Background: an optimization exercise with open tools, aiming at small area and a short achievable clock period. Do not read the settings as production practice. Function was not checked in any run shown here: the RTL went through the layout flow alone. Power figures rest on the tool's default switching activity, not on a simulated workload.

==> flow/flow/run.sh <==
#!/bin/bash
set -euo pipefail
bash standard.sh BUFFER_PORTS_ARGS="-buffer_cell sky130_fd_sc_hd__buf_1" finish > standard_flow.log 2>&1
==> flow/standard.sh <==
#!/bin/bash
# synth_recipe.tcl (not shown) runs the flow's synth.tcl, then flattens the netlist and writes it again
# the make line also repeats each setting of config.mk as NAME=value (left out here)
make -C /OpenROAD-flow-scripts/flow DESIGN_CONFIG=/design/flow/config.mk WORK_HOME=/design/flow/orfs CLKGATE_MAP_FILE= SYNTH_SCRIPT=/design/flow/synth_recipe.tcl "${@:-finish}"
==> flow/config.mk <==
export PLATFORM = sky130hd
export DESIGN_NAME = wav_riff_header_parser
export DESIGN_NICKNAME = wav_riff_header_parser
export VERILOG_FILES = /design/flow/design.v
export SDC_FILE = /design/flow/constraint.sdc
export NUM_CORES = 4
export LEC_CHECK = 0
export CAP_MARGIN = 20
export CORE_MARGIN = 2
export CORE_UTILIZATION = 40
export SETUP_SLACK_MARGIN = 3.3
export SLEW_MARGIN = 20
==> flow/constraint.sdc <==
create_clock -name core_clock -period 6.5 [get_ports {aclk}]
set_input_delay 1.3000 -clock core_clock [delete_from_list [all_inputs] [get_ports {aclk}]]
set_output_delay 1.3000 -clock core_clock [all_outputs]
set_load 0.01 [all_outputs]
==> flow/design.v <==
package wavp_pkg;
    localparam logic [2:0] ST_PARSING    = 3'd0;
    localparam logic [2:0] ST_OK         = 3'd1;
    localparam logic [2:0] ST_NOT_WAVE   = 3'd2;
    localparam logic [2:0] ST_MISSING    = 3'd3;
    localparam logic [2:0] ST_BAD_FORMAT = 3'd4;
    localparam logic [2:0] ST_TRUNCATED  = 3'd5;
    localparam int OUT_BITS = 8 + 3 + 32;
    localparam int OUT_TDATA_W = ((OUT_BITS + 7) / 8) * 8;
endpackage
module wav_riff_header_parser (
    input  logic                             aclk,
    input  logic                             aresetn,
    input  logic                             s_axis_tvalid,
    output logic                             s_axis_tready,
    input  logic [7:0]                       s_axis_tdata,    
    input  logic                             s_axis_tlast,    
    output logic                             m_axis_tvalid,
    input  logic                             m_axis_tready,
    output logic [wavp_pkg::OUT_TDATA_W-1:0] m_axis_tdata,
    output logic                             m_axis_tuser     
);
    localparam logic [2:0] P_HDR  = 3'd0;
    localparam logic [2:0] P_CHDR = 3'd1;
    localparam logic [2:0] P_FMT  = 3'd2;
    localparam logic [2:0] P_DATA = 3'd3;
    localparam logic [2:0] P_SKIP = 3'd4;
    localparam logic [2:0] P_PAD  = 3'd5;
    localparam logic [2:0] P_DONE = 3'd6;
    localparam logic [2:0] P_ERR  = 3'd7;
    logic [2:0]  ph, ph_n;
    logic [5:0]  pos, pos_n, pos_inc;
    logic [31:0] cnt, cnt_n, cnt_dec;
    logic        f1, f1_n;
    logic        f2, f2_n;
    logic        fgood, fgood_n;   
    logic        sfmt, sfmt_n;
    logic        sdata, sdata_n;
    logic        m_valid_reg;
    logic        m_user_reg;
    logic [7:0]  m_byte_reg;
    logic [2:0]  m_stat_reg;
    logic [31:0] m_dlen_reg;
    logic        accept;
    logic        hdr_done;
    logic        chunk_end;
    logic        dload;
    logic        audio;
    logic [31:0] L;
    logic [7:0]  b;
    logic        m_hdr, m_tf, m_td, m_fmt;
    logic [2:0]  verdict;
    assign s_axis_tready = !m_valid_reg || m_axis_tready;
    assign accept        = s_axis_tvalid && s_axis_tready;
    assign b             = s_axis_tdata;
    assign pos_inc       = pos + 6'd1;
    assign cnt_dec       = cnt - 32'd1;
    assign L             = {b, cnt[31:8]};
    always_comb begin
        case ({pos[3], pos[1:0]})
            3'd0:       m_hdr = (b == 8'h52);   
            3'd1:       m_hdr = (b == 8'h49);   
            3'd2, 3'd3: m_hdr = (b == 8'h46);   
            3'd4:       m_hdr = (b == 8'h57);   
            3'd5:       m_hdr = (b == 8'h41);   
            3'd6:       m_hdr = (b == 8'h56);   
            default:    m_hdr = (b == 8'h45);   
        endcase
        case (pos[1:0])
            2'd0:    begin m_tf = (b == 8'h66); m_td = (b == 8'h64); end
            2'd1:    begin m_tf = (b == 8'h6D); m_td = (b == 8'h61); end
            2'd2:    begin m_tf = (b == 8'h74); m_td = (b == 8'h74); end
            default: begin m_tf = (b == 8'h20); m_td = (b == 8'h61); end
        endcase
        case (pos[3:0])
            4'd0:    m_fmt = (b == 8'h01);
            4'd2:    m_fmt = (b == 8'h02);
            4'd4:    m_fmt = (b == 8'h44);
            4'd5:    m_fmt = (b == 8'hAC);
            4'd14:   m_fmt = (b == 8'h10);
            4'd1, 4'd3, 4'd6, 4'd7, 4'd15: m_fmt = (b == 8'h00);
            default: m_fmt = 1'b1;
        endcase
    end
    always_comb begin
        ph_n      = ph;
        pos_n     = pos;
        f1_n      = f1;
        f2_n      = f2;
        fgood_n   = fgood;
        sfmt_n    = sfmt;
        sdata_n   = sdata;
        hdr_done  = 1'b0;
        chunk_end = 1'b0;
        dload     = 1'b0;
        audio     = 1'b0;
        case (ph)
            P_HDR: begin
                f1_n  = (f1 || pos == 6'd0) && (pos[2] || m_hdr);
                pos_n = pos_inc;
                if (pos[3] && pos[1:0] == 2'd3) begin
                    ph_n  = f1_n ? P_CHDR : P_ERR;
                    pos_n = '0;
                end
            end
            P_CHDR: begin
                if (!pos[2]) begin
                    f1_n = (f1 || pos[1:0] == 2'd0) && m_tf;
                    f2_n = (f2 || pos[1:0] == 2'd0) && m_td;
                end
                pos_n = pos_inc;
                if (pos[2:0] == 3'd7) begin
                    hdr_done = 1'b1;
                end
            end
            P_FMT: begin
                if (f1 && !pos[5] && !pos[4]) begin
                    fgood_n = (fgood || pos[3:0] == 4'd0) && m_fmt;
                end
                if (f1 && pos == 6'd15) begin
                    sfmt_n = 1'b1;
                end
                if (!(pos[5] && (pos[4] || pos[3]))) begin
                    pos_n = pos_inc;
                end
                if (cnt == 32'd1) begin
                    chunk_end = 1'b1;
                end
            end
            P_DATA: begin
                audio = 1'b1;
                if (cnt == 32'd1) begin
                    chunk_end = 1'b1;
                end
            end
            P_SKIP: begin
                if (cnt == 32'd1) begin
                    chunk_end = 1'b1;
                end
            end
            P_PAD: begin
                ph_n  = P_CHDR;
                pos_n = '0;
            end
            default: ;
        endcase
        if (hdr_done) begin
            pos_n = '0;
            f1_n  = |L[31:4];
            f2_n  = L[0];
            if (f1) begin
                ph_n = P_FMT;
            end else if (f2 && !sdata) begin
                sdata_n = 1'b1;
                dload   = 1'b1;
                ph_n    = P_DATA;
            end else begin
                ph_n = P_SKIP;
            end
            if (L == 32'd0) begin
                chunk_end = 1'b1;
            end
        end
        if (chunk_end) begin
            if (sfmt_n && sdata_n) begin
                ph_n = P_DONE;
            end else if (f2_n) begin
                ph_n = P_PAD;
            end else begin
                ph_n = P_CHDR;
            end
            pos_n = '0;
        end
        if (ph_n == P_ERR) begin
            verdict = wavp_pkg::ST_NOT_WAVE;
        end else if (ph_n == P_HDR || ph_n == P_DATA) begin
            verdict = wavp_pkg::ST_TRUNCATED;
        end else if (ph_n == P_FMT && (!f1_n || !(pos_n[5] && (pos_n[4] || pos_n[3])))) begin
            verdict = wavp_pkg::ST_TRUNCATED;
        end else if (!sfmt_n || !sdata_n) begin
            verdict = wavp_pkg::ST_MISSING;
        end else if (!fgood_n) begin
            verdict = wavp_pkg::ST_BAD_FORMAT;
        end else begin
            verdict = wavp_pkg::ST_OK;
        end
    end
    logic take, keep, take_st, keep_st;
    assign take    = accept;
    assign keep    = !accept;
    assign take_st = accept && aresetn && !s_axis_tlast;   
    assign keep_st = aresetn && !accept;
    assign cnt_n = (accept && ph == P_CHDR) ? L : (cnt - {31'd0, accept});
    always_ff @(posedge aclk) begin
        ph    <= ({3{take_st}} & ph_n)  | ({3{keep_st}} & ph);
        pos   <= ({6{take_st}} & pos_n) | ({6{keep_st}} & pos);
        sfmt  <= (take_st & sfmt_n)     | (keep_st & sfmt);
        sdata <= (take_st & sdata_n)    | (keep_st & sdata);
    end
    always_ff @(posedge aclk) begin
        cnt   <= cnt_n;
        f1    <= (take & f1_n)    | (keep & f1);
        f2    <= (take & f2_n)    | (keep & f2);
        fgood <= (take & fgood_n) | (keep & fgood);
    end
    always_ff @(posedge aclk) begin
        if (!aresetn) begin
            m_valid_reg <= 1'b0;
        end else if (accept) begin
            m_valid_reg <= 1'b1;
        end else if (m_axis_tready) begin
            m_valid_reg <= 1'b0;
        end
    end
    logic take_audio, take_last, take_dlen, keep_dlen;
    assign take_audio = accept && audio;
    assign take_last  = accept && s_axis_tlast;
    assign take_dlen  = accept && dload;
    assign keep_dlen  = !accept || sdata;
    always_ff @(posedge aclk) begin
        m_user_reg <= take_audio | (keep & m_user_reg);
        m_byte_reg <= ({8{take_audio}} & b) | ({8{keep}} & m_byte_reg);
        m_stat_reg <= ({3{take_last}} & verdict) | ({3{keep}} & m_stat_reg);
        m_dlen_reg <= ({32{take_dlen}} & L) | ({32{keep_dlen}} & m_dlen_reg);
    end
    assign m_axis_tvalid = m_valid_reg;
    assign m_axis_tdata  = {{(wavp_pkg::OUT_TDATA_W - wavp_pkg::OUT_BITS){1'b0}},
                            m_dlen_reg, m_stat_reg, m_byte_reg};
    assign m_axis_tuser  = m_user_reg;
endmodule
==> out/qor.yml, run 1 <==
status:
  status: "complete, no violations"
synthesis:
  synth_area_um2: 5020
  synth_top_area_share_pct: 34.7
  post_synth_num_cell_types: 88
  ys_warn_count: 1
  ys_seq_area_share_pct: 37.1
  synth-seq-cells: 91
  synth_common_cells: "nand2_1 (88), dfxtp_1 (87), nor2_1 (74)"
  ys_async_sr_fraction_pct: 0
  postSynthAreaPerCell_um2: 8.02
  ys.flop_type: "dfxtp_1"
  syn_inst: 626
  synth-edff-count: 4
  synthTopCellsByArea: "dfxtp_1 (35%), nand2_1 (6.6%), nor2_1 (5.5%)"
  synth_largest_area_cell: "dfxtp_1"
  synthMostInstantiatedCell: "nand2_1"
route:
  met3WireLength_um: 593
  wl_met1_um: 6020
  routed_wl_um: 13000
  drc: 0
  route.met2.wl_um: 6140
  top_layer: "met4"
  drt_iter0_drc: 334
  viasPerCell: 5.53
  via_count: 4600
  ant_nets: 0
  wl_per_cell_um: 15.7
  first_pass_iters: 5
layout:
  antenna_cells: 0
  nNetsFinal: 680
  fin_area_um2: 5640
  area_growth_pct: 12.3
  drive_gt1_share_pct: 11.4
  post_layout_nonfiller_instances: 832
power:
  pwr-share-seq_pct: 47.0
  p_sw_share_pct: 32.9
  leakagePower_nw: 2.18
  power_frac_comb_pct: 20.5
  peakVddDrop_uv: 154
  pwr-share-clk_pct: 32.4
  p_switching_w: 0.000549
  power_density_nw_per_um2: 296
  intPower_w: 0.00112
clock_tree:
  cts_hold_buf: 0
  cts-root-buf: "clkbuf_16"
  cts_tree: "built"
  h-tree-depth: 3
  cts_buffer_depth: 2
  numCtsBuffers: 9
  cts_num_sinks: 91
  path_clk_slew_ns: 0.06
  clock_latency_ns: 0.35
timing:
  setup_viol: 0
  max_freq_mhz: 323
  final.period_utilization_pct: 47.7
  tightest_slew_ns: 0.944
  fin_worst_skew_ns: 0.00868
  setup_slack_ns: 3.40
  post-route-min-period_ns: 3.10
  slew_headroom_pct: 37.0
  tns_ns: 0
  drv_slew: 0
  rsz0062_at_grt: "yes"
  hold_violations: 0
setup_path:
  crit_required_ns: 5.20
  ff2ff_path_depth: 8
  cp-startpoint: "m_axis_tready"
  crit_arrival_ns: 1.80
  end_kind: "primary output"
  reg2reg_slack_ns: 3.51
  regToRegEndpoint: "m_stat_reg[0]"
  crit_end: "s_axis_tready"
  path_class: "input port to primary output"
  critPathMaxFanout: 4
  cp-start-kind: "input port"
  timing.rr.start: "pos[3]"
flow_run:
  maxCapViolCount: 0
global_route:
  grt_max_degree: 65
  overflow: 0
  grt.total_usage_pct: 19.9
  grt_pass1_vias: 4233
  grt_pass1_wl_um: 21300
  grt_antenna_before_repair: 0
placement:
  post_dp_cell_area_um2: 5220
  pre_cts_slack_ns: 2.05
  dp_hpwl_um: 8870
  portBuffers: 58
  place_congestion: 0.847
  dp_cells: 809
hold_path:
  min_path_type: "flop to flop"
floorplan:
  die_width_um: 116
  start_util_pct: 41.5
  dieArea_um2: 13500
  io_pins: 64
  die_y_um: 116
  num_rows: 40
  core_um2: 12100
==> per-stage QoR <==
stage,utilization [%],power (W),hold slack (ns)
CTS,46.0,0.00167,0.436
detailed placement,43.1,0.00112,0.430
floorplan,-,0.00105,0.460
global route,46.6,0.00176,0.454
finish,46.6,0.00167,0.433
global placement,43.1,0.00111,0.426
==> worst max-delay path, cell delays in order <==
cell	delay, ns
buf_1	0.07
nand2b_2	0.26
buf_1	0.17
==> cells by family (layout without fill, tap and decap cells) <==
logic type	count (synthesis)	after routing	synth area share, %
muxes	4	4	0.946
AOI/OAI and AO/OA	135	135	18.3
DFF	91	91	37.1
other	1	5	0.0746
adders and majority gates	8	8	1.99
buffers and inverters	65	98	6.70
and+or+nand+nor	290	291	29.4
xor gates and xnor gates	32	32	5.58
==> repair_timing <==
action,in CTS,in global routing
pin swaps,0,3
resized for setup,7,14
gates cloned,0,1
endpoints found under the setup margin,58,14
setup buffers,3,3
==> layout by cell type (no fill, tap or decap), types with 11 or more instances in the layout <==
cell	n
nand3_1	43
nor3_1	15
xnor2_1	24
inv_1	14
dfxtp_1	85
o21ai_0	16
buf_1	52
a31oi_1	11
a21oi_1	50
a22o_1	11
nand2_1	86
nor2_1	71
==> area by class of cell <==
cell class / instances / area, µm²
clock buffers: 9 / 225
clock inverters: 7 / 81.3
fillers: 1237 / 6470
inverters: 15 / 60.1
multi-input cells: 475 / 2910
flip-flops and latches: 91 / 1860
well taps: 168 / 210
repair buffers: 67 / 293
==> how the worst min path moves through the flow <==
stage,startpoint,endpoint,slack (ns),depth (start not counted)
after floorplan,sfmt,sfmt,0.46,2
after global placement,m_dlen_reg[11],m_dlen_reg[11],0.43,2
after detailed placement,m_dlen_reg[25],m_dlen_reg[25],0.43,2
after CTS,m_dlen_reg[25],m_dlen_reg[25],0.44,2
after global routing,m_dlen_reg[29],m_dlen_reg[29],0.45,2
final,m_dlen_reg[25],m_dlen_reg[25],0.43,2
==> layer usage <==
| layer | global-route usage (%) | up-vias |
|---|---|---|
| li1 | - | 2262 |
| met1 | 26.8 | 2188 |
| met2 | 31.2 | 126 |
| met3 | 3.24 | 24 |
| met4 | 9.21 | 0 |
| met5 | 0 | - |
==> power groups by stage <==
stage / combinational (W) / clock [W] / sequential (W)
6_report: 0.000343 / 0.000542 / 0.000786
5_1_grt: 0.000383 / 0.000574 / 0.000806
4_1_cts: 0.000333 / 0.000555 / 0.000786
3_5_place_dp: 0.000326 / 0 / 0.000798
3_3_place_gp: 0.000319 / 0 / 0.000796
2_1_floorplan: 0.000296 / 0 / 0.000750
==> run 2: changes to the inputs <==
==> flow/run.sh (new file) <==
#!/bin/bash
# synth_recipe.tcl (not shown) runs the flow's synth.tcl, then flattens the netlist and writes it again
# the make line also repeats each setting of config.mk as NAME=value (left out here)
make -C /OpenROAD-flow-scripts/flow DESIGN_CONFIG=/design/flow/config.mk WORK_HOME=/design/flow/orfs CLKGATE_MAP_FILE= SYNTH_SCRIPT=/design/flow/synth_recipe.tcl finish
removed: flow/flow/run.sh
removed: flow/standard.sh
==> run 2 against run 1 <==
Still clean on timing, DRC and antenna. Area after synthesis unchanged. Combinational power increased by 2%. Fmax decreased by 1.2%. Non-clock buffer count decreased by 2. Setup slack got worse by 0.038 ns. Clock skew decreased by 0.00086 ns. Final area increased by 5.7%. Global-route usage increased by 0.14 points. Cell count decreased by 0.48%. Sequential share of layout area decreased by 1.8 points. Largest cell class unchanged. Largest power group unchanged.
==> out/qor.yml, run 2 <==
hold_path:
  min_path_type: "flop to flop"
  worstHoldPathCells: 2
  min_to: "m_dlen_reg[12]"
  hp-start: "m_dlen_reg[12]"
placement:
  place_congestion: 0.848
  post_dp_cell_area_um2: 5590
  portBuffers: 58
  dp_cells: 810
  dp_hpwl_um: 8980
floorplan:
  die_y_um: 116
  num_rows: 40
  core_um2: 12100
  io_pins: 64
  dieArea_um2: 13500
  start_util_pct: 41.5
  die_width_um: 116
status:
  status: "complete, no violations"
power:
  intPower_w: 0.00109
  pwr-share-seq_pct: 47.9
  p_sw_share_pct: 33.3
  leakagePower_nw: 2.28
  p_switching_w: 0.000545
  power_density_nw_per_um2: 275
  pwr-share-clk_pct: 30.7
  power_frac_comb_pct: 21.4
  peakVddDrop_uv: 123
setup_path:
  reg2reg_slack_ns: 3.55
  cp_slowest_cell: "a2111oi_0"
  cp_cell_sequence: "dlygate4sd2_1 > or3_1 > a2111oi_0 > a21oi_1 > o22ai_2 > nand3_2 > o211ai_2 > a311oi_2"
  cp-start-kind: "input port"
  critPathMaxFanout: 13
  timing.rr.start: "pos[3]"
  crit_arrival_ns: 3.37
  slowest_delay_ns: 0.51
  cp_top_family: "compound AO/OA/AOI/OAI gates"
  crit_required_ns: 6.73
  ff2ff_path_depth: 8
  critPathBufInv: 1
  regToRegEndpoint: "m_stat_reg[0]"
  end_kind: "flop"
  path_class: "input port to flop"
timing:
  final.period_utilization_pct: 48.2
  fin_worst_skew_ns: 0.00782
  setup_viol: 0
  max_freq_mhz: 319
  rsz0062_at_grt: "yes"
  tns_ns: 0
  tightest_slew_ns: 0.964
  timing.hold.ws_ns: 0.435
  hold_violations: 0
  slew_headroom_pct: 35.6
  post-route-min-period_ns: 3.14
  drv_slew: 0
clock_tree:
  clock_latency_ns: 0.35
  cts-root-buf: "clkbuf_16"
  h-tree-depth: 3
  path_clk_slew_ns: 0.07
  cts_num_sinks: 91
  numCtsBuffers: 9
  cts_hold_buf: 0
  cts_tree: "built"
  cts_buffer_depth: 2
global_route:
  grt_pass1_vias: 4221
  grt_pass1_wl_um: 21200
  grt_max_degree: 39
  grt.total_usage_pct: 20.0
  overflow: 0
  grt_antenna_before_repair: 0
synthesis:
  synthTopCellsByArea: "dfxtp_1 (35%), nand2_1 (6.6%), nor2_1 (5.5%)"
  ys.flop_type: "dfxtp_1"
  synth-edff-count: 4
  synth-seq-cells: 91
  ys_async_sr_fraction_pct: 0
  postSynthAreaPerCell_um2: 8.02
  synth_top_area_share_pct: 34.7
  ys_seq_area_share_pct: 37.1
  post_synth_num_cell_types: 88
  synth_area_um2: 5020
  synthMostInstantiatedCell: "nand2_1"
  synth_common_cells: "nand2_1 (88), dfxtp_1 (87), nor2_1 (74)"
  synth_largest_area_cell: "dfxtp_1"
  ys_warn_count: 1
  syn_inst: 626
route:
  ant_nets: 0
  routed_wl_um: 12900
  wl_per_cell_um: 15.6
  viasPerCell: 5.50
  via_count: 4551
  drc: 0
  drt_iter0_drc: 346
  first_pass_iters: 5
flow_run:
  maxCapViolCount: 0
layout:
  mostFrequentLayoutCells: "nand2_1 (86), dfxtp_1 (86), nor2_1 (70)"
  nNetsFinal: 677
  post_layout_nonfiller_instances: 828
  antenna_cells: 0
  fin_area_um2: 5960
  area_growth_pct: 18.7
  drive_gt1_share_pct: 10.9
[run 2: layout make-up]
class / count / area, µm²
Multi-Input combinational cell: 474 / 2940
Sequential cell: 91 / 1860
Tap cell: 168 / 210
Inverter: 15 / 60.1
Fill cell: 1238 / 6150
Clock buffer: 11 / 243
Clock inverter: 4 / 33.8
Timing Repair Buffer: 65 / 609
[run 2: power groups by stage]
stage               Clock (W)  Combinational (W)  Sequential [W]
detailed placement          0           0.000334        0.000795
CTS                  0.000514           0.000346        0.000785
finish               0.000504           0.000350        0.000785
global route         0.000540           0.000386        0.000803
floorplan                   0           0.000296        0.000750
global placement            0           0.000327        0.000794
[run 2: per-layer routing]
layer  vias up  global-route usage, %  share of wire, %
met2       129                   31.7                47
met5         -                      0                 0
li1       2250                      -                 -
met3        17                   4.03               5.1
met4         0                   8.41               1.7
met1      2155                   26.6                47
[run 2: worst max path at each step]
stage	depth (start not counted)	slack [ns]	endpoint	from
floorplan	12	3.30	cnt[31]	m_axis_tready
global placement	11	1.96	cnt[26]	m_axis_tready
detailed placement	11	1.82	cnt[26]	m_axis_tready
CTS	9	3.31	m_stat_reg[0]	s_axis_tdata[2]
global route	9	3.26	m_stat_reg[0]	s_axis_tdata[6]
finish	8	3.36	m_stat_reg[0]	s_axis_tdata[0]
[run 2: metrics by stage]
stage                     setup WS, ns  util, %  power [W]
final                             3.36     49.2    0.00164
after detailed placement          1.82     46.1    0.00113
after global placement            1.96     46.1    0.00112
after global routing              3.26     49.2    0.00173
after floorplan                   3.30        -    0.00105
after CTS                         3.31     49.0    0.00164
[run 2: logic make-up (layout without fill, tap and decap cells)]
family | Yosys count | in the layout | synth area share, %
and+or+nand+nor | 290 | 290 | 29.4
AOI/OAI and AO/OA | 135 | 135 | 18.3
DFF | 91 | 91 | 37.1
buffers and inverters | 65 | 95 | 6.70
xor gates and xnor gates | 32 | 32 | 5.58
adders and majority gates | 8 | 8 | 1.99
muxes | 4 | 4 | 0.946
other | 1 | 5 | 0.0746
[run 2: timing repair]
item / 4_1_cts / 5_1_grt
setup endpoints to repair: 84 / 7
pin swaps: 0 / 0
setup buffers: 3 / 0
gates resized for setup: 29 / 17
[run 2: worst min-delay path: stages (launching register included)]
cell and delay [ns]:
dfxtp_1 0.31, nand2_1 0.05, nand2_1 0.04
==> run 3: changes to the inputs <==
--- a/flow/design.v
+++ b/flow/design.v
@@ -50,5 +50,5 @@
     logic [7:0]  b;
     logic        m_hdr, m_tf, m_td, m_fmt;
-    logic [2:0]  verdict;
+    logic [2:0]  verdict, ok_bad;
     assign s_axis_tready = !m_valid_reg || m_axis_tready;
     assign accept        = s_axis_tvalid && s_axis_tready;
@@ -172,17 +172,42 @@
             pos_n = '0;
         end
-        if (ph_n == P_ERR) begin
-            verdict = wavp_pkg::ST_NOT_WAVE;
-        end else if (ph_n == P_HDR || ph_n == P_DATA) begin
-            verdict = wavp_pkg::ST_TRUNCATED;
-        end else if (ph_n == P_FMT && (!f1_n || !(pos_n[5] && (pos_n[4] || pos_n[3])))) begin
-            verdict = wavp_pkg::ST_TRUNCATED;
-        end else if (!sfmt_n || !sdata_n) begin
-            verdict = wavp_pkg::ST_MISSING;
-        end else if (!fgood_n) begin
-            verdict = wavp_pkg::ST_BAD_FORMAT;
-        end else begin
-            verdict = wavp_pkg::ST_OK;
-        end
+        ok_bad = fgood_n ? wavp_pkg::ST_OK : wavp_pkg::ST_BAD_FORMAT;
+        case (ph)
+            P_HDR: begin
+                if (pos[3] && pos[1:0] == 2'd3) begin
+                    verdict = f1_n ? wavp_pkg::ST_MISSING : wavp_pkg::ST_NOT_WAVE;
+                end else begin
+                    verdict = wavp_pkg::ST_TRUNCATED;
+                end
+            end
+            P_CHDR: begin
+                if (pos[2:0] != 3'd7) begin
+                    verdict = wavp_pkg::ST_MISSING;
+                end else if (L == 32'd0) begin
+                    verdict = (!f1 && f2 && !sdata && sfmt) ? ok_bad : wavp_pkg::ST_MISSING;
+                end else if (f1 || (f2 && !sdata)) begin
+                    verdict = wavp_pkg::ST_TRUNCATED;
+                end else begin
+                    verdict = wavp_pkg::ST_MISSING;
+                end
+            end
+            P_FMT: begin
+                if (cnt == 32'd1 || (f1 && pos[5] && (pos[4] || pos[3] || pos[2:0] == 3'd7))) begin
+                    verdict = (sfmt_n && sdata) ? ok_bad : wavp_pkg::ST_MISSING;
+                end else begin
+                    verdict = wavp_pkg::ST_TRUNCATED;
+                end
+            end
+            P_DATA: begin
+                if (cnt == 32'd1) begin
+                    verdict = sfmt ? ok_bad : wavp_pkg::ST_MISSING;
+                end else begin
+                    verdict = wavp_pkg::ST_TRUNCATED;
+                end
+            end
+            P_DONE:  verdict = ok_bad;
+            P_ERR:   verdict = wavp_pkg::ST_NOT_WAVE;
+            default: verdict = wavp_pkg::ST_MISSING;
+        endcase
     end
     logic take, keep, take_st, keep_st;
==> flow/flow/run.sh (new file) <==
#!/bin/bash
set -euo pipefail
bash standard.sh BUFFER_PORTS_ARGS="-buffer_cell sky130_fd_sc_hd__buf_1" finish > standard_flow.log 2>&1
==> flow/standard.sh (new file) <==
#!/bin/bash
# synth_recipe.tcl (not shown) runs the flow's synth.tcl, then flattens the netlist and writes it again
# the make line also repeats each setting of config.mk as NAME=value (left out here)
make -C /OpenROAD-flow-scripts/flow DESIGN_CONFIG=/design/flow/config.mk WORK_HOME=/design/flow/orfs CLKGATE_MAP_FILE= SYNTH_SCRIPT=/design/flow/synth_recipe.tcl "${@:-finish}"
--- a/flow/config.mk
+++ b/flow/config.mk
@@ -9,4 +9,4 @@
 export CORE_MARGIN = 2
 export CORE_UTILIZATION = 40
-export SETUP_SLACK_MARGIN = 3.3
+export SETUP_SLACK_MARGIN = 3.6
 export SLEW_MARGIN = 20
removed: flow/run.sh
==> run 3 against run 2 <==
Setup slack better by 0.17 ns. Area after synthesis is 3.8% lower. Critical path type is now input port to primary output. Wire length is 4.2% higher. Highest routed layer unchanged. Largest cell class unchanged.
==> out/qor.yml, run 3 <==
synthesis:
  synth_area_um2: 4830
  synthMostInstantiatedCell: "nand2_1"
  ys_seq_area_share_pct: 38.5
  synth-seq-cells: 91
  synth_largest_area_cell: "dfxtp_1"
  synth_top_area_share_pct: 36.0
  syn_inst: 623
  ys_warn_count: 1
  postSynthAreaPerCell_um2: 7.76
  synthTopCellsByArea: "dfxtp_1 (36%), nand2_1 (7.5%), a21oi_1 (5.0%)"
  post_synth_num_cell_types: 62
  ys.flop_type: "dfxtp_1"
  synth-edff-count: 4
  synth_common_cells: "nand2_1 (97), dfxtp_1 (87), nor2_1 (64)"
  ys_async_sr_fraction_pct: 0
placement:
  place_congestion: 0.900
  portBuffers: 58
  post_dp_cell_area_um2: 5180
  pre_cts_slack_ns: 2.95
  dp_hpwl_um: 8900
clock_tree:
  path_clk_slew_ns: 0.06
  clock_latency_ns: 0.35
  cts-root-buf: "clkbuf_16"
  cts_num_sinks: 91
  cts_buffer_depth: 2
  cts_tree: "built"
  cts_hold_buf: 0
  h-tree-depth: 3
  numCtsBuffers: 9
global_route:
  grt_antenna_before_repair: 0
  grt_pass1_wl_um: 22000
  grt_max_degree: 65
  overflow: 0
  grt.total_usage_pct: 21.1
  grt_pass1_vias: 4389
setup_path:
  cp-start-kind: "input port"
  path_class: "input port to primary output"
  end_kind: "primary output"
  regToRegEndpoint: "m_stat_reg[0]"
  critPathMaxFanout: 3
  reg2reg_slack_ns: 3.58
  timing.rr.start: "cnt[26]"
  crit_arrival_ns: 1.66
  crit_required_ns: 5.20
  ff2ff_path_depth: 7
route:
  drc: 0
  viasPerCell: 5.66
  wl_per_cell_um: 16.4
  via_count: 4643
  ant_nets: 0
  first_pass_iters: 5
  routed_wl_um: 13400
  drt_iter0_drc: 361
layout:
  antenna_cells: 0
  nNetsFinal: 690
  area_growth_pct: 18.4
  mostFrequentLayoutCells: "nand2_1 (94), dfxtp_1 (81), nor2_1 (61)"
  mostFrequentLayoutCell: "nand2_1"
  drive_gt1_share_pct: 13.4
  final_core_util_pct: 48.0
  fin_area_um2: 5720
timing:
  rsz0062_at_grt: "yes"
  final.period_utilization_pct: 45.6
  setup_viol: 0
  max_freq_mhz: 337
  tightest_slew_ns: 0.848
  post-route-min-period_ns: 2.96
  setup_slack_ns: 3.54
  drv_slew: 0
  slew_headroom_pct: 43.3
  hold_violations: 0
  tns_ns: 0
  fin_worst_skew_ns: 0.0116
floorplan:
  core_um2: 11900
  io_pins: 64
  die_width_um: 114
  dieArea_um2: 13000
  die_y_um: 114
  num_rows: 40
  start_util_pct: 40.6
hold_path:
  min_to: "m_dlen_reg[0]"
  min_path_type: "flop to flop"
  hp-start: "m_dlen_reg[0]"
  worstHoldPathCells: 2
power:
  power_density_nw_per_um2: 292
  leakagePower_nw: 2.20
  pwr-share-seq_pct: 47.7
  p_switching_w: 0.000569
  pwr-share-clk_pct: 29.7
  p_sw_share_pct: 34.0
  peakVddDrop_uv: 159
  intPower_w: 0.00110
  power_frac_comb_pct: 22.7
flow_run:
  maxCapViolCount: 0
status:
  status: "complete, no violations"
## run 3: cell types whose count changed in the layout (fill, tap and decap cells not counted), sizes merged, moves of 4 or more
cell	delta
buf	+66
clkdlybuf4s50	-47
nor2	-12
nand2	+10
nor2b	+6
dlygate4sd2	-5
clkbuf	-4
nor3b	+4
nor4b	+4
## run 3: kinds of logic (layout without fill, tap and decap cells)
logic type	after synthesis	in the layout	share of synthesized area, %
other cells	1	5	0.0776
xor+xnor	35	35	6.34
mux	4	4	0.932
flops	91	91	38.5
fa+ha+maj	9	9	2.33
compound gates	127	127	17.1
buf+inv	59	104	4.97
simple gates	297	298	29.8
## run 3: critical path, cell delays in order
cell	delay, ns
buf_1	0.07
nand2b_4	0.16
buf_6	0.13
## run 3: per-layer routing
layer / vias up / wire length (µm) / GRT usage, %
li1: 2277 / - / -
met1: 2179 / 6040 / 27.5
met2: 167 / 6220 / 34.0
met3: 20 / 902 / 4.84
met4: 0 / 266 / 8.05
met5: - / 0 / 0
## run 3: power groups by stage
stage | clock network [W] | registers, W | logic (W)
2_1_floorplan | 0 | 0.000746 | 0.000294
3_3_place_gp | 0 | 0.000804 | 0.000320
3_5_place_dp | 0 | 0.000805 | 0.000328
4_1_cts | 0.000508 | 0.000793 | 0.000361
5_1_grt | 0.000527 | 0.000814 | 0.000419
6_report | 0.000496 | 0.000796 | 0.000379
## run 3: timing repair
action | CTS | global route
resized for setup | 25 | 21
pin swaps | 6 | 2
setup endpoints to repair | 17 | 18
cloned | 1 | 0
setup buffers | 5 | 7
## run 3: area by class of cell
class / instances / area (µm²)
Fill cell: 1171 / 6190
Multi-Input combinational cell: 478 / 2960
Sequential cell: 91 / 1870
Timing Repair Buffer: 75 / 368
Clock buffer: 10 / 229
Tap cell: 147 / 184
Inverter: 13 / 61.3
Clock inverter: 6 / 50.0
## run 3: how the worst max path moves through the flow
| stage | startpoint | endpoint | slack, ns |
|---|---|---|---|
| finish | m_axis_tready | s_axis_tready | 3.54 |
| global placement | s_axis_tdata[1] | ph[1] | 2.99 |
| global route | cnt[26] | m_stat_reg[0] | 3.52 |
| floorplan | m_axis_tready | cnt[29] | 3.46 |
| CTS | m_axis_tready | s_axis_tready | 3.53 |
| detailed placement | m_axis_tready | cnt[30] | 2.95 |
## run 3: per-stage QoR
stage	power (W)	hold WS [ns]	cells
after floorplan	0.00104	0.457	627
after global placement	0.00112	0.424	791
after detailed placement	0.00113	0.430	791
after CTS	0.00166	0.440	813
after global routing	0.00176	0.460	820
final	0.00167	0.437	820
==> run 4: changes to the inputs <==
--- a/flow/config.mk
+++ b/flow/config.mk
@@ -9,4 +9,4 @@
 export CORE_MARGIN = 2
 export CORE_UTILIZATION = 40
-export SETUP_SLACK_MARGIN = 3.6
+export SETUP_SLACK_MARGIN = 3.4
 export SLEW_MARGIN = 20
==> run 4 against run 3 <==
Clock skew fell by 0.0041 ns. Via count fell by 0.32%. Combinational power fell by 2%. Utilization fell by 0.79 points. Global-route usage barely moved. Clock power fell by 1%. Fmax fell by 2.1%. Sequential share of layout area rose by 0.57 points. Total power fell by 0.59%.
==> out/qor.yml, run 4 <==
floorplan:
  start_util_pct: 40.6
  dieArea_um2: 13000
  num_rows: 40
  die_y_um: 114
  core_um2: 11900
  die_width_um: 114
  io_pins: 64
hold_path:
  min_to: "m_dlen_reg[25]"
  min_path_type: "flop to flop"
  hp-start: "m_dlen_reg[25]"
  worstHoldPathCells: 2
layout:
  final_core_util_pct: 47.3
  mostFrequentLayoutCells: "nand2_1 (95), dfxtp_1 (82), nor2_1 (62)"
  seq_area_um2: 1870
  mostFrequentLayoutCell: "nand2_1"
  antenna_cells: 0
  multiInputGateArea_um2: 2930
  drive_gt1_share_pct: 10.7
  fill_cells: 1206
  nNetsFinal: 683
  area_growth_pct: 16.5
synthesis:
  synth_largest_area_cell: "dfxtp_1"
  post_synth_num_cell_types: 62
  synth_common_cells: "nand2_1 (97), dfxtp_1 (87), nor2_1 (64)"
  synth-edff-count: 4
  postSynthAreaPerCell_um2: 7.76
  ys.flop_type: "dfxtp_1"
  synth-seq-cells: 91
  synthTopCellsByArea: "dfxtp_1 (36%), nand2_1 (7.5%), a21oi_1 (5.0%)"
  synth_top_area_share_pct: 36.0
  ys_warn_count: 1
  ys_seq_area_share_pct: 38.5
  synth_area_um2: 4830
  syn_inst: 623
  ys_async_sr_fraction_pct: 0
  synthMostInstantiatedCell: "nand2_1"
timing:
  fin_worst_skew_ns: 0.00750
  setup_viol: 0
  rsz0062_at_grt: "yes"
  hold_violations: 0
  post-route-min-period_ns: 3.03
  final.period_utilization_pct: 46.6
  timing.hold.ws_ns: 0.434
  drv_slew: 0
  max_freq_mhz: 330
  setup_slack_ns: 3.47
  tns_ns: 0
  tightest_slew_ns: 1.02
  slew_headroom_pct: 31.5
setup_path:
  crit_required_ns: 6.72
  critPathMaxFanout: 5
  regToRegEndpoint: "m_stat_reg[0]"
  path_class: "flop to flop"
  reg2reg_slack_ns: 3.47
  cp-start-kind: "flop"
  end_kind: "flop"
  timing.rr.start: "cnt[27]"
  ff2ff_path_depth: 7
  crit_arrival_ns: 3.25
clock_tree:
  clock_latency_ns: 0.35
  cts_num_sinks: 91
  h-tree-depth: 3
  cts-root-buf: "clkbuf_16"
  path_clk_slew_ns: 0.06
  cts_hold_buf: 0
  cts_buffer_depth: 2
  numCtsBuffers: 9
  cts_tree: "built"
power:
  power_density_nw_per_um2: 295
  peakVddDrop_uv: 187
  fin_total_pwr_w: 0.00166
  leakagePower_nw: 2.16
route:
  via_count: 4628
  route.met2.wl_um: 6420
  routed_wl_um: 13600
  viasPerCell: 5.70
  drc: 0
  ant_nets: 0
  first_pass_iters: 5
  wl_per_cell_um: 16.7
  top_layer: "met4"
  drt_iter0_drc: 309
  met3WireLength_um: 664
  wl_met1_um: 6370
global_route:
  grt_pass1_wl_um: 21900
  grt_pass1_vias: 4293
  grt_max_degree: 65
  overflow: 0
  grt.total_usage_pct: 21.0
  grt_antenna_before_repair: 0
placement:
  pre_cts_slack_ns: 2.73
  place_congestion: 0.882
  portBuffers: 58
  dp_hpwl_um: 9330
status:
  status: "complete, no violations"
flow_run:
  maxCapViolCount: 0
-- run 4: cell families (layout without fill, tap and decap cells) --
kind of cell / after synthesis / in the layout / share of synthesized area [%]
AOI/OAI and AO/OA: 127 / 127 / 17.1
other: 1 / 5 / 0.0776
xor gates and xnor gates: 35 / 35 / 6.34
muxes: 4 / 4 / 0.932
and+or+nand+nor: 297 / 297 / 29.8
buffers and inverters: 59 / 97 / 4.97
DFF: 91 / 91 / 38.5
adders and majority gates: 9 / 9 / 2.33
-- run 4: through the flow --
step	cell area [µm²]	std cells
after detailed placement	5150	790
after CTS	5480	806
after floorplan	4900	627
final	5630	812
after global routing	5630	812
after global placement	5150	790
-- run 4: per-layer routing --
| metal | vias to the layer above | GRT usage, % |
|---|---|---|
| li1 | 2260 | - |
| met3 | 18 | 4.62 |
| met5 | - | 0 |
| met1 | 2211 | 28.8 |
| met4 | 0 | 5.93 |
| met2 | 139 | 33.5 |
-- run 4: worst max path at each step --
stage                                to  slack (ns)       startpoint
final                     m_stat_reg[0]        3.47          cnt[27]
after global routing             pos[0]        3.39          cnt[27]
after CTS                         ph[1]        3.41  s_axis_tdata[3]
after detailed placement        cnt[26]        2.73    m_axis_tready
after global placement          cnt[30]        2.83    m_axis_tready
after floorplan                 cnt[27]        3.41    m_axis_tready
-- run 4: cell type report --
cell class              count  area share [%]
multi-input cells         477            52.1
flip-flops and latches     91            33.3
repair buffers             69            5.49
clock buffers              12            4.38
well taps                 147            3.27
inverters                  13            1.09
clock inverters             3           0.400
-- run 4: timing repair --
item | 4_1_cts | 5_1_grt
resized for setup | 14 | 22
pin swaps | 1 | 5
buffers inserted | 1 | 6
endpoints found under the setup margin | 14 | 11
-- run 4: power by group --
| group | leakage, nW | internal, W | total, W | switching [W] |
|---|---|---|---|---|
| registers | 0.752 | 0.000659 | 0.000801 | 0.000142 |
| logic | 1.28 | 0.000174 | 0.000370 | 0.000195 |
| clock network | 0.130 | 0.000270 | 0.000491 | 0.000221 |
| total | 2.16 | 0.00110 | 0.00166 | 0.000559 |
-- run 4: worst max-delay path: stages, from the launching register on --
cell     delay, ns
dfxtp_4       0.37
or4_4         0.54
or4_4         0.43
or4_4         0.55
or3_4         0.37
or3_4         0.39
a21oi_2       0.15
a32oi_1       0.10
==> run 5: changes to the inputs <==
==> flow/flow/run.sh (replaced) <==
#!/bin/bash
set -euo pipefail
RES=$PWD/orfs/results/$FLOW_PLATFORM/wav_riff_header_parser/base
bash standard.sh "$RES/1_2_yosys.v" > synth_standard.log 2>&1
cp "$RES/1_2_yosys.v" "$RES/1_2_yosys_standard.v"
DU=$(sed -n '/DONT_USE_CELLS/,/^$/p' $FLOW_HOME/platforms/$FLOW_PLATFORM/config.mk | grep -o "sky130_fd_sc_hd__[a-z0-9_]*" | sed 's/^/-dont_use /' | tr '\n' ' ')
IN="$RES/1_2_yosys_standard.v" OUT="$RES/1_2_yosys_remap.v" ABCSCRIPT=$PWD/flow/area.abc DONTUSE="$DU" \
  yosys -c flow/remap.tcl > remap.log 2>&1
cp "$RES/1_2_yosys_remap.v" "$RES/1_2_yosys.v"
bash standard.sh BUFFER_PORTS_ARGS="-buffer_cell sky130_fd_sc_hd__buf_1" finish > standard_flow.log 2>&1
==> flow/flow/area.abc (new file) <==
strash
balance; rewrite; refactor; balance; rewrite; rewrite -z; balance; refactor -z; rewrite -z; balance
dch -f
amap
topo
==> flow/flow/remap.tcl (new file) <==
# Map the combinational logic of the standard synthesis netlist again.
# Flip-flops and tie cells stay black boxes, so they keep name and cell type.
yosys -import
set lib $::env(FLOW_HOME)/platforms/sky130hd/lib/sky130_fd_sc_hd__tt_025C_1v80.lib
read_liberty -ignore_miss_func $lib
foreach m {sky130_fd_sc_hd__dfxtp_1 sky130_fd_sc_hd__dfxtp_2 sky130_fd_sc_hd__dfxtp_4
           sky130_fd_sc_hd__edfxtp_1 sky130_fd_sc_hd__dfrtp_1 sky130_fd_sc_hd__dfstp_1
           sky130_fd_sc_hd__conb_1} {
  catch {blackbox $m}
}
read_verilog $::env(IN)
hierarchy -top wav_riff_header_parser
flatten
# wires inside the flattened cells get internal names, so ports and the
# standard netlist's net names are the ones kept
yosys rename -hide w:*.*
opt_clean -purge
stat -liberty $lib
abc -liberty $lib -script $::env(ABCSCRIPT) {*}$::env(DONTUSE)
opt_clean -purge
setundef -zero
splitnets
opt_clean -purge
hilomap -hicell sky130_fd_sc_hd__conb_1 HI -locell sky130_fd_sc_hd__conb_1 LO
opt_clean -purge
insbuf -buf sky130_fd_sc_hd__buf_1 A X
opt_clean -purge
stat -liberty $lib
write_verilog -noattr -nohex -nodec $::env(OUT)
# read the result back against the cell library and check it
design -reset
read_liberty -lib $lib
read_verilog $::env(OUT)
hierarchy -check -top wav_riff_header_parser
check -assert
stat -liberty $lib
==> run 5 against run 4 <==
Clock-buffer cell count is 2 lower. Largest power group unchanged. Still clean. Die area down 12%. Area after synthesis decreased by 12%. Worst hold slack improved by 0.038 ns. Sequential share of layout area is 1.5 points higher. Critical path depth rose by 7. Clock power shrank 23%. Sequential power is 7.5% lower. Utilization grew 4.6 points.
==> out/qor.yml, run 5 <==
synthesis:
  syn_inst: 533
  postSynthAreaPerCell_um2: 7.96
  synth_area_um2: 4240
  ys_warn_count: 1
route:
  wl_per_cell_um: 16.7
  via_count: 4404
  viasPerCell: 5.74
  drc: 0
  drt_iter0_drc: 246
  first_pass_iters: 4
  ant_nets: 0
  routed_wl_um: 12800
setup_path:
  critPathMaxFanout: 3
  crit_required_ns: 6.75
  end_kind: "flop"
  cp-start-kind: "flop"
  reg2reg_slack_ns: 3.28
  path_class: "flop to flop"
  crit_arrival_ns: 3.46
clock_tree:
  cts-root-buf: "clkbuf_8"
  cts_num_sinks: 91
  h-tree-depth: 3
  path_clk_slew_ns: 0.10
  numCtsBuffers: 9
  cts_buffer_depth: 2
  cts_hold_buf: 0
  clock_latency_ns: 0.36
  cts_tree: "built"
layout:
  nNetsFinal: 640
  antenna_cells: 0
  drive_gt1_share_pct: 16.5
  mostFrequentLayoutCells: "dfxtp_1 (86), nor2_1 (81), clkinv_1 (60)"
  area_growth_pct: 26.2
  post_layout_nonfiller_instances: 767
  mostFrequentLayoutCell: "dfxtp_1"
  fill_cells: 1007
global_route:
  overflow: 0
  grt_pass1_vias: 4074
  grt_antenna_before_repair: 0
  grt.total_usage_pct: 22.6
  grt_pass1_wl_um: 20500
  grt_max_degree: 34
power:
  peakVddDrop_uv: 115
  leakagePower_nw: 1.87
  power_density_nw_per_um2: 268
status:
  status: "complete, no violations"
floorplan:
  num_rows: 37
  start_util_pct: 41.1
  dieArea_um2: 11400
  die_y_um: 107
  io_pins: 64
  die_width_um: 107
  core_um2: 10300
timing:
  post-route-min-period_ns: 3.22
  setup_viol: 0
  rsz0062_at_grt: "yes"
  max_freq_mhz: 311
  tightest_slew_ns: 0.574
  fin_worst_skew_ns: 0.00801
  drv_slew: 0
  slew_headroom_pct: 61.4
  hold_violations: 0
  final.period_utilization_pct: 49.5
  tns_ns: 0
placement:
  dp_hpwl_um: 8860
  portBuffers: 58
  place_congestion: 0.941
  dp_cells: 730
hold_path:
  min_path_type: "flop to flop"
flow_run:
  maxCapViolCount: 0
-- run 5: worst paths after layout --
path,start,endpoint,cells after the start
worst max-delay path,cnt[19],ph[2],14
worst min-delay path,m_dlen_reg[9],m_dlen_reg[9],1
worst max register to register,cnt[19],ph[2],14
worst min register to register,m_dlen_reg[9],m_dlen_reg[9],1
-- run 5: area by class of cell --
class | count | area [µm²] | area share, %
clock inverter | 5 | 41.3 | 0.771
timing repair buffer | 83 | 425 | 7.94
inverter | 77 | 317 | 5.91
tap | 136 | 170 | 3.18
clock buffer | 10 | 149 | 2.78
sequential | 91 | 1860 | 34.8
multi-input combinational | 365 | 2390 | 44.6
-- run 5: power breakdown --
| group | total [W] | internal [W] | leakage, nW | switching (W) |
|---|---|---|---|---|
| Combinational | 0.000315 | 0.000117 | 1.02 | 0.000198 |
| Clock | 0.000380 | 0.000164 | 0.0909 | 0.000215 |
| Sequential | 0.000741 | 0.000652 | 0.753 | 0.0000892 |
| Total | 0.00144 | 0.000933 | 1.87 | 0.000503 |
-- run 5: layer usage --
layer  up-vias  track usage [%]  wire length [µm]
met1      2069             29.3              5700
met5         -                0                 0
met2       149             37.3              6010
met3        28             3.71               694
li1       2158                -                 -
met4         0             9.46               417
-- run 5: stage by stage --
step	hold WS, ns	worst slack [ns]	utilization (%)	instance area [µm²]	total power, W
floorplan	0.449	3.18	-	4380	0.000939
global placement	0.443	2.74	46.3	4780	0.00103
detailed placement	0.454	2.67	46.3	4780	0.00103
CTS	0.478	3.37	49.8	5150	0.00143
global route	0.492	3.09	51.9	5360	0.00152
finish	0.472	3.28	51.9	5360	0.00144
-- run 5: timing repair --
| item | in CTS | in global routing |
|---|---|---|
| setup endpoints to repair | 23 | 20 |
| pin swaps | 8 | 21 |
| setup buffers | 10 | 11 |
| resized for setup | 22 | 39 |
| gates cloned | 1 | 0 |
| hold endpoints to repair | 0 | 0 |
-- run 5: critical path: stages, from the launching register on --
cell and delay [ns]:
dfxtp_2 0.34, inv_2 0.07, nand2_2 0.06, or4_4 0.48, nand4b_1 0.26, nor4_4 0.39
clkinv_2 0.13, nor4_4 0.36, inv_2 0.11, a211oi_4 0.25, a21oi_2 0.07, buf_4 0.15
o221ai_1 0.06, nor2_1 0.06, a2111oi_1 0.30
==> run 6: changes to the inputs <==
--- a/flow/config.mk
+++ b/flow/config.mk
@@ -9,4 +9,4 @@
 export CORE_MARGIN = 2
 export CORE_UTILIZATION = 40
-export SETUP_SLACK_MARGIN = 3.4
+export SETUP_SLACK_MARGIN = 3.6
 export SLEW_MARGIN = 20
==> run 6 against run 5 <==
Critical path type is now input port to primary output. Critical path depth shrank 10. Via count grew 5.3%. Total power grew 3.8%. Sequential share of layout area shrank 1.1 points. Worst hold slack lost 0.00096 ns. Still clean. Die area is the same. Sequential cell count is the same. Combinational power grew 6%. Sequential power grew 1%. Largest power group unchanged. Final area grew 3.4%.
==> out/qor.yml, run 6 <==
global_route:
  overflow: 0
  grt.total_usage_pct: 23.9
  grt_max_degree: 34
  use_met1_pct: 30.7
  grt_pass1_vias: 4374
  met3_usage_pct: 4.44
  use_met2_pct: 39.0
  grt_antenna_before_repair: 0
  grt_pass1_wl_um: 21700
  grt_busiest_layer: "met2"
layout:
  seq_area_um2: 1870
  nNetsFinal: 655
  antenna_cells: 0
  fin_area_um2: 5540
  mostFrequentLayoutCell: "dfxtp_1"
  area_growth_pct: 30.6
  drive_gt1_share_pct: 19.9
  multiInputGateArea_um2: 2410
  mostFrequentLayoutCells: "dfxtp_1 (84), nor2_1 (79), clkinv_1 (59)"
  post_layout_nonfiller_instances: 783
  fill_cells: 1009
setup_path:
  cp-start-kind: "input port"
  path_class: "input port to primary output"
  crit_required_ns: 5.20
  ff2ff_path_depth: 12
  crit_arrival_ns: 1.76
  end_kind: "primary output"
  reg2reg_slack_ns: 3.46
  critPathMaxFanout: 3
  regToRegEndpoint: "ph[2]"
  timing.rr.start: "cnt[21]"
route:
  ant_nets: 0
  via_count: 4638
  drc: 0
  wl_per_cell_um: 17.6
  first_pass_iters: 6
  routed_wl_um: 13800
  drt_iter0_drc: 340
  viasPerCell: 5.92
status:
  status: "complete, no violations"
floorplan:
  dieArea_um2: 11400
  num_rows: 37
  die_width_um: 107
  start_util_pct: 41.1
  io_pins: 64
  die_y_um: 107
  core_um2: 10300
timing:
  fin_worst_skew_ns: 0.00993
  setup_viol: 0
  rsz0062_at_grt: "yes"
  timing.hold.ws_ns: 0.471
  post-route-min-period_ns: 3.06
  tightest_slew_ns: 0.722
  max_freq_mhz: 327
  slew_headroom_pct: 51.5
  final.period_utilization_pct: 47.1
  hold_violations: 0
  drv_slew: 0
  tns_ns: 0
placement:
  portBuffers: 58
  dp_cells: 730
  post_dp_cell_area_um2: 4780
  dp_hpwl_um: 9150
  place_congestion: 0.914
hold_path:
  worstHoldPathCells: 1
  min_to: "m_dlen_reg[3]"
  hp-start: "m_dlen_reg[3]"
  min_path_type: "flop to flop"
power:
  fin_total_pwr_w: 0.00149
  peakVddDrop_uv: 156
  leakagePower_nw: 1.98
  power_density_nw_per_um2: 269
clock_tree:
  cts-root-buf: "clkbuf_8"
  cts_num_sinks: 91
  cts_tree: "built"
  numCtsBuffers: 9
  cts_buffer_depth: 2
  clock_latency_ns: 0.38
  path_clk_slew_ns: 0.09
  cts_hold_buf: 0
  h-tree-depth: 3
synthesis:
  postSynthAreaPerCell_um2: 7.96
  syn_inst: 533
  ys_warn_count: 1
  synth_area_um2: 4240
flow_run:
  maxCapViolCount: 0
[run 6: worst max-delay path by stage]
stage	startpoint	to	slack [ns]	depth (start not counted)
2_1_floorplan	m_axis_tready	cnt[30]	3.18	18
3_3_place_gp	s_axis_tvalid	cnt[30]	2.76	17
3_5_place_dp	s_axis_tdata[5]	ph[2]	2.65	10
4_1_cts	m_axis_tready	s_axis_tready	3.46	4
5_1_grt	cnt[19]	ph[2]	3.30	14
6_report	m_axis_tready	s_axis_tready	3.44	4
[run 6: worst max-delay path: stages]
cell,delay [ns]
buf_6,0.10
nor2b_4,0.14
clkinv_4,0.09
buf_6,0.12
[run 6: routing by layer]
metal  share of wire (%)  wire, µm
met1                  44      6000
met2                  47      6480
met3                 5.7       788
met4                 3.7       508
met5                   0         0
[run 6: cell type report]
class / instances / area share [%]
Sequential cell: 91 / 33.7
Multi-Input combinational cell: 365 / 43.5
Inverter: 77 / 5.90
Tap cell: 136 / 3.07
Clock buffer: 10 / 2.30
Timing Repair Buffer: 98 / 10.3
Clock inverter: 6 / 1.26
[run 6: repair_timing]
action                                  in CTS  in global routing
endpoints found under the setup margin      35                 74
buffers inserted                            23                 13
pin swaps                                   13                 14
resized for setup                           44                 37
endpoints found under the hold margin        0                  0
gates cloned                                 1                  0
[run 6: report_power, final]
part / switching, W / internal [W] / leakage [nW]
Sequential: 0.000100 / 0.000652 / 0.754
Clock: 0.000222 / 0.000182 / 0.0978
Combinational: 0.000207 / 0.000127 / 1.13
[run 6: metrics by stage]
stage | utilization [%] | worst slack (ns)
2_1_floorplan | - | 3.18
3_3_place_gp | 46.3 | 2.76
3_5_place_dp | 46.3 | 2.65
4_1_cts | 51.7 | 3.46
5_1_grt | 53.7 | 3.30
6_report | 53.7 | 3.44
==> run 7: changes to the inputs <==
--- a/flow/design.v
+++ b/flow/design.v
@@ -50,5 +50,11 @@
     logic [7:0]  b;
     logic        m_hdr, m_tf, m_td, m_fmt;
-    logic [2:0]  verdict, ok_bad;
+    logic [2:0]  verdict;
+    logic        v_notwave, v_trunc, v_fin;
+    logic        hdr_last, lzero, cnt_one, pos_39;
+    assign hdr_last = pos[3] && pos[1:0] == 2'd3;        
+    assign lzero    = (L == 32'd0);
+    assign cnt_one  = (cnt == 32'd1);
+    assign pos_39   = pos[5] && (pos[4] || pos[3] || pos[2:0] == 3'd7);
     assign s_axis_tready = !m_valid_reg || m_axis_tready;
     assign accept        = s_axis_tvalid && s_axis_tready;
@@ -99,5 +105,5 @@
                 f1_n  = (f1 || pos == 6'd0) && (pos[2] || m_hdr);
                 pos_n = pos_inc;
-                if (pos[3] && pos[1:0] == 2'd3) begin
+                if (hdr_last) begin
                     ph_n  = f1_n ? P_CHDR : P_ERR;
                     pos_n = '0;
@@ -124,5 +130,5 @@
                     pos_n = pos_inc;
                 end
-                if (cnt == 32'd1) begin
+                if (cnt_one) begin
                     chunk_end = 1'b1;
                 end
@@ -130,10 +136,10 @@
             P_DATA: begin
                 audio = 1'b1;
-                if (cnt == 32'd1) begin
+                if (cnt_one) begin
                     chunk_end = 1'b1;
                 end
             end
             P_SKIP: begin
-                if (cnt == 32'd1) begin
+                if (cnt_one) begin
                     chunk_end = 1'b1;
                 end
@@ -158,5 +164,5 @@
                 ph_n = P_SKIP;
             end
-            if (L == 32'd0) begin
+            if (lzero) begin
                 chunk_end = 1'b1;
             end
@@ -172,42 +178,22 @@
             pos_n = '0;
         end
-        ok_bad = fgood_n ? wavp_pkg::ST_OK : wavp_pkg::ST_BAD_FORMAT;
-        case (ph)
-            P_HDR: begin
-                if (pos[3] && pos[1:0] == 2'd3) begin
-                    verdict = f1_n ? wavp_pkg::ST_MISSING : wavp_pkg::ST_NOT_WAVE;
-                end else begin
-                    verdict = wavp_pkg::ST_TRUNCATED;
-                end
-            end
-            P_CHDR: begin
-                if (pos[2:0] != 3'd7) begin
-                    verdict = wavp_pkg::ST_MISSING;
-                end else if (L == 32'd0) begin
-                    verdict = (!f1 && f2 && !sdata && sfmt) ? ok_bad : wavp_pkg::ST_MISSING;
-                end else if (f1 || (f2 && !sdata)) begin
-                    verdict = wavp_pkg::ST_TRUNCATED;
-                end else begin
-                    verdict = wavp_pkg::ST_MISSING;
-                end
-            end
-            P_FMT: begin
-                if (cnt == 32'd1 || (f1 && pos[5] && (pos[4] || pos[3] || pos[2:0] == 3'd7))) begin
-                    verdict = (sfmt_n && sdata) ? ok_bad : wavp_pkg::ST_MISSING;
-                end else begin
-                    verdict = wavp_pkg::ST_TRUNCATED;
-                end
-            end
-            P_DATA: begin
-                if (cnt == 32'd1) begin
-                    verdict = sfmt ? ok_bad : wavp_pkg::ST_MISSING;
-                end else begin
-                    verdict = wavp_pkg::ST_TRUNCATED;
-                end
-            end
-            P_DONE:  verdict = ok_bad;
-            P_ERR:   verdict = wavp_pkg::ST_NOT_WAVE;
-            default: verdict = wavp_pkg::ST_MISSING;
-        endcase
+        v_notwave = (ph == P_ERR) || (ph == P_HDR && hdr_last && !f1_n);
+        v_trunc   = (ph == P_HDR && !hdr_last) ||
+                    (ph == P_CHDR && pos[2:0] == 3'd7 && !lzero && (f1 || (f2 && !sdata))) ||
+                    (ph == P_FMT && !(cnt_one || (f1 && pos_39))) ||
+                    (ph == P_DATA && !cnt_one);
+        v_fin     = (ph == P_DONE) ||
+                    (ph == P_CHDR && pos[2:0] == 3'd7 && lzero && !f1 && f2 && !sdata && sfmt) ||
+                    (ph == P_FMT && sdata && sfmt_n) ||
+                    (ph == P_DATA && sfmt);
+        if (v_notwave) begin
+            verdict = wavp_pkg::ST_NOT_WAVE;
+        end else if (v_trunc) begin
+            verdict = wavp_pkg::ST_TRUNCATED;
+        end else if (v_fin) begin
+            verdict = fgood_n ? wavp_pkg::ST_OK : wavp_pkg::ST_BAD_FORMAT;
+        end else begin
+            verdict = wavp_pkg::ST_MISSING;
+        end
     end
     logic take, keep, take_st, keep_st;
--- a/flow/flow/run.sh
+++ b/flow/flow/run.sh
@@ -7,4 +7,4 @@
 IN="$RES/1_2_yosys_standard.v" OUT="$RES/1_2_yosys_remap.v" ABCSCRIPT=$PWD/flow/area.abc DONTUSE="$DU" \
   yosys -c flow/remap.tcl > remap.log 2>&1
-cp "$RES/1_2_yosys_remap.v" "$RES/1_2_yosys.v"
+python3 flow/tready.py "$RES/1_2_yosys_remap.v" "$RES/1_2_yosys.v" > tready.log 2>&1
 bash standard.sh BUFFER_PORTS_ARGS="-buffer_cell sky130_fd_sc_hd__buf_1" finish > standard_flow.log 2>&1
==> flow/flow/area.abc (replaced) <==
strash
&get -n
&deepsyn -T 20
&put
dch -f
amap -m
topo
==> flow/flow/tready.py (new file) <==
#!/usr/bin/env python3
"""Give s_axis_tready a driver of its own in a mapped netlist.

s_axis_tready = m_axis_tready | !m_axis_tvalid is a path from an input port
straight to an output port.  After mapping, its gate also drives the logic
that accepts a byte, which slows the port path.  This moves every existing
use of the net onto an internal net and drives the port from a new nand2b
gate (Y = A_N | !B) fed by the two ports.
usage: tready.py IN.v OUT.v
"""
import re
import sys

src = open(sys.argv[1]).read()
OUTS = {"X", "Y", "Q", "Q_N", "COUT", "SUM", "HI", "LO"}
n_drv = 0

def fix_cell(m):
    global n_drv
    body = m.group(0)
    def pin(p):
        global n_drv
        if p.group(1) in OUTS:
            n_drv += 1
        return ".%s(tready_int)" % p.group(1)
    return re.sub(r"\.(\w+)\(s_axis_tready\)", pin, body)

head, sep, rest = src.partition("  wire s_axis_tready;\n")
assert sep, "no s_axis_tready wire"
rest = re.sub(r"  sky130_fd_sc_hd__\w+ \S+ \(.*?\);\n", fix_cell, rest, flags=re.S)
assert n_drv == 1, "expected exactly one driver of s_axis_tready, found %d" % n_drv
cell = ("  sky130_fd_sc_hd__nand2b_1 tready_port (\n"
        "    .A_N(m_axis_tready),\n    .B(m_axis_tvalid),\n    .Y(s_axis_tready)\n  );\n")
i = rest.rindex("endmodule")
out = head + sep + "  wire tready_int;\n" + rest[:i] + cell + rest[i:]
open(sys.argv[2], "w").write(out)
==> run 7 against run 6 <==
Cell count shrank 3.8%. Clock-buffer cell count is the same. Critical endpoint is now cnt[31]. Register-to-register slack gained 0.11 ns. First-iteration DRC count shrank 45%. Non-clock buffer count grew 3. Clock skew grew 0.0030 ns. Critical path depth grew 15. Area after synthesis shrank 6.8%. Sequential share of layout area grew 2.0 points.
==> out/qor.yml, run 7 <==
status:
  status: "complete, no violations"
timing:
  post-route-min-period_ns: 3.25
  final.period_utilization_pct: 50.1
  rsz0062_at_grt: "yes"
  setup_viol: 0
  slew_headroom_pct: 59.4
  tns_ns: 0
  tightest_slew_ns: 0.606
  fin_worst_skew_ns: 0.0129
  hold_violations: 0
  drv_slew: 0
  max_freq_mhz: 307
power:
  power_density_nw_per_um2: 244
  leakagePower_nw: 1.87
  peakVddDrop_uv: 103
  fin_total_pwr_w: 0.00127
setup_path:
  crit_required_ns: 6.79
  cp-start-kind: "input port"
  crit_arrival_ns: 3.54
  path_class: "input port to flop"
  reg2reg_slack_ns: 3.57
  end_kind: "flop"
  cp_slowest_cell: "or4_4"
  cp_cell_sequence: "buf_8 > nor2b_4 > inv_4 > nand2_8 > nor2_4 > inv_4 > nor2_4 > clkinv_4 > nor2_4 > clkinv_4 > nor2_4 > inv_4 > nor2_4 > nand2_1 > or4_4 > or2_4 > nor2_4 > nor2_1 > o32ai_2"
  slowest_delay_ns: 0.48
  critPathMaxFanout: 4
  path_common_cell: "nor2_4"
clock_tree:
  h-tree-depth: 3
  path_clk_slew_ns: 0.10
  numCtsBuffers: 9
  cts-root-buf: "clkbuf_8"
  clock_latency_ns: 0.36
  cts_tree: "built"
  cts_buffer_depth: 2
  cts_num_sinks: 91
placement:
  place_congestion: 0.964
  dp_hpwl_um: 7260
  portBuffers: 58
floorplan:
  num_rows: 36
  io_pins: 64
  core_um2: 9680
  dieArea_um2: 10700
  start_util_pct: 40.8
  die_y_um: 103
  die_width_um: 103
global_route:
  grt_antenna_before_repair: 0
  grt_max_degree: 36
  grt_pass1_vias: 3593
  met3_usage_pct: 4.77
  overflow: 0
  use_met1_pct: 27.6
  grt.total_usage_pct: 20.4
  grt_pass1_wl_um: 17100
  grt_busiest_layer: "met2"
  use_met2_pct: 32.5
layout:
  mostFrequentLayoutCell: "clkinv_1"
  drive_gt1_share_pct: 20.2
  antenna_cells: 0
  mostFrequentLayoutCells: "clkinv_1 (83), dfxtp_1 (82), nor2_1 (59)"
  final_core_util_pct: 54.0
  fill_cells: 919
  area_growth_pct: 32.2
  nNetsFinal: 629
route:
  ant_nets: 0
  drt_iter0_drc: 186
  wl_per_cell_um: 14.9
  viasPerCell: 5.36
  via_count: 4039
  drc: 0
  first_pass_iters: 4
  routed_wl_um: 11200
flow_run:
  maxCapViolCount: 0
synthesis:
  syn_inst: 505
  postSynthAreaPerCell_um2: 7.83
  synth_area_um2: 3960
  ys_warn_count: 1
hold_path:
  min_path_type: "flop to flop"
## run 7: metrics by stage
stage	hold WS (ns)	cells	cell area, µm²	worst slack (ns)
finish	0.454	753	5230	3.25
global route	0.478	753	5230	3.13
CTS	0.456	737	4920	3.20
detailed placement	0.445	697	4450	2.36
global placement	0.443	697	4450	2.55
floorplan	0.439	509	4060	2.86
## run 7: worst paths after layout
kind | startpoint | endpoint | cells after the start
hold / removal | m_stat_reg[2] | m_stat_reg[2] | 2
setup reg to reg | cnt[15] | ph[2] | 12
setup / recovery | m_axis_tready | cnt[31] | 19
hold reg to reg | m_stat_reg[2] | m_stat_reg[2] | 2
## run 7: critical path: cells and delay by family
| family | cells | cell delay, ns |
|---|---|---|
| compound gates | 1 | 0.23 |
| buf+inv | 6 | 0.37 |
| simple gates | 12 | 1.62 |
## run 7: timing repair
action                     CTS  global route
pin swaps                   19            16
setup buffers               25            16
hold buffers                 0             0
setup endpoints to repair   59            47
gates resized for setup     29            56
## run 7: where the power goes
group	internal, W	switching (W)	total [W]
sequential	0.000619	0.0000504	0.000669
combinational	0.0000846	0.000123	0.000207
clock	0.000189	0.000208	0.000397
total	0.000892	0.000381	0.00127
## run 7: area by class of cell
class / instances / area, µm² / share of cell area, %
clock buffer: 10 / 138 / 2.63
clock inverter: 5 / 61.3 / 1.17
inverter: 97 / 392 / 7.49
tap: 133 / 166 / 3.18
sequential: 91 / 1870 / 35.7
timing repair buffer: 101 / 607 / 11.6
multi-input combinational: 316 / 2000 / 38.2
## run 7: per-layer routing
metal,up-vias,wire [µm],part of all wire (%)
met4,0,173,1.5
li1,2023,-,-
met5,-,0,0
met3,16,559,5.0
met2,124,5310,47
met1,1876,5170,46

## separate check: timing with driven ports
In the flow no input, the clock included, has a driving cell. The finished layouts below were timed again as built, in two steps. Step 1, drivers: a clkbuf_16 drives aclk and a buf_2 each remaining input, both assumed. Step 2 also shifts input and output timing later by t, the mid clock arrival at the registers, as if the neighbouring blocks saw the same clock. Slacks: ideal ports / drivers / drivers and shift; pairs: ideal ports / drivers.
run	t (ns)	setup slack, ns	hold WS [ns]
run 1	0.384	3.401 / 3.382 / 3.063	0.433 / 0.433 / 0.433
run 2	0.391	3.364 / 3.356 / 2.992	0.435 / 0.435 / 0.435
run 3	0.386	3.537 / 3.514 / 3.312	0.437 / 0.437 / 0.437
run 4	0.383	3.473 / 3.473 / 3.168	0.434 / 0.434 / 0.434
run 5	0.390	3.283 / 3.283 / 3.017	0.472 / 0.472 / 0.472
run 6	0.405	3.440 / 3.409 / 3.133	0.471 / 0.471 / 0.471
run 7	0.391	3.246 / 3.227 / 2.837	0.454 / 0.454 / 0.454
After both steps every run listed still meets setup and hold. The setup slack of run 7, which loses most, moves by -0.019 ns with the drivers and by -0.409 ns with both steps.
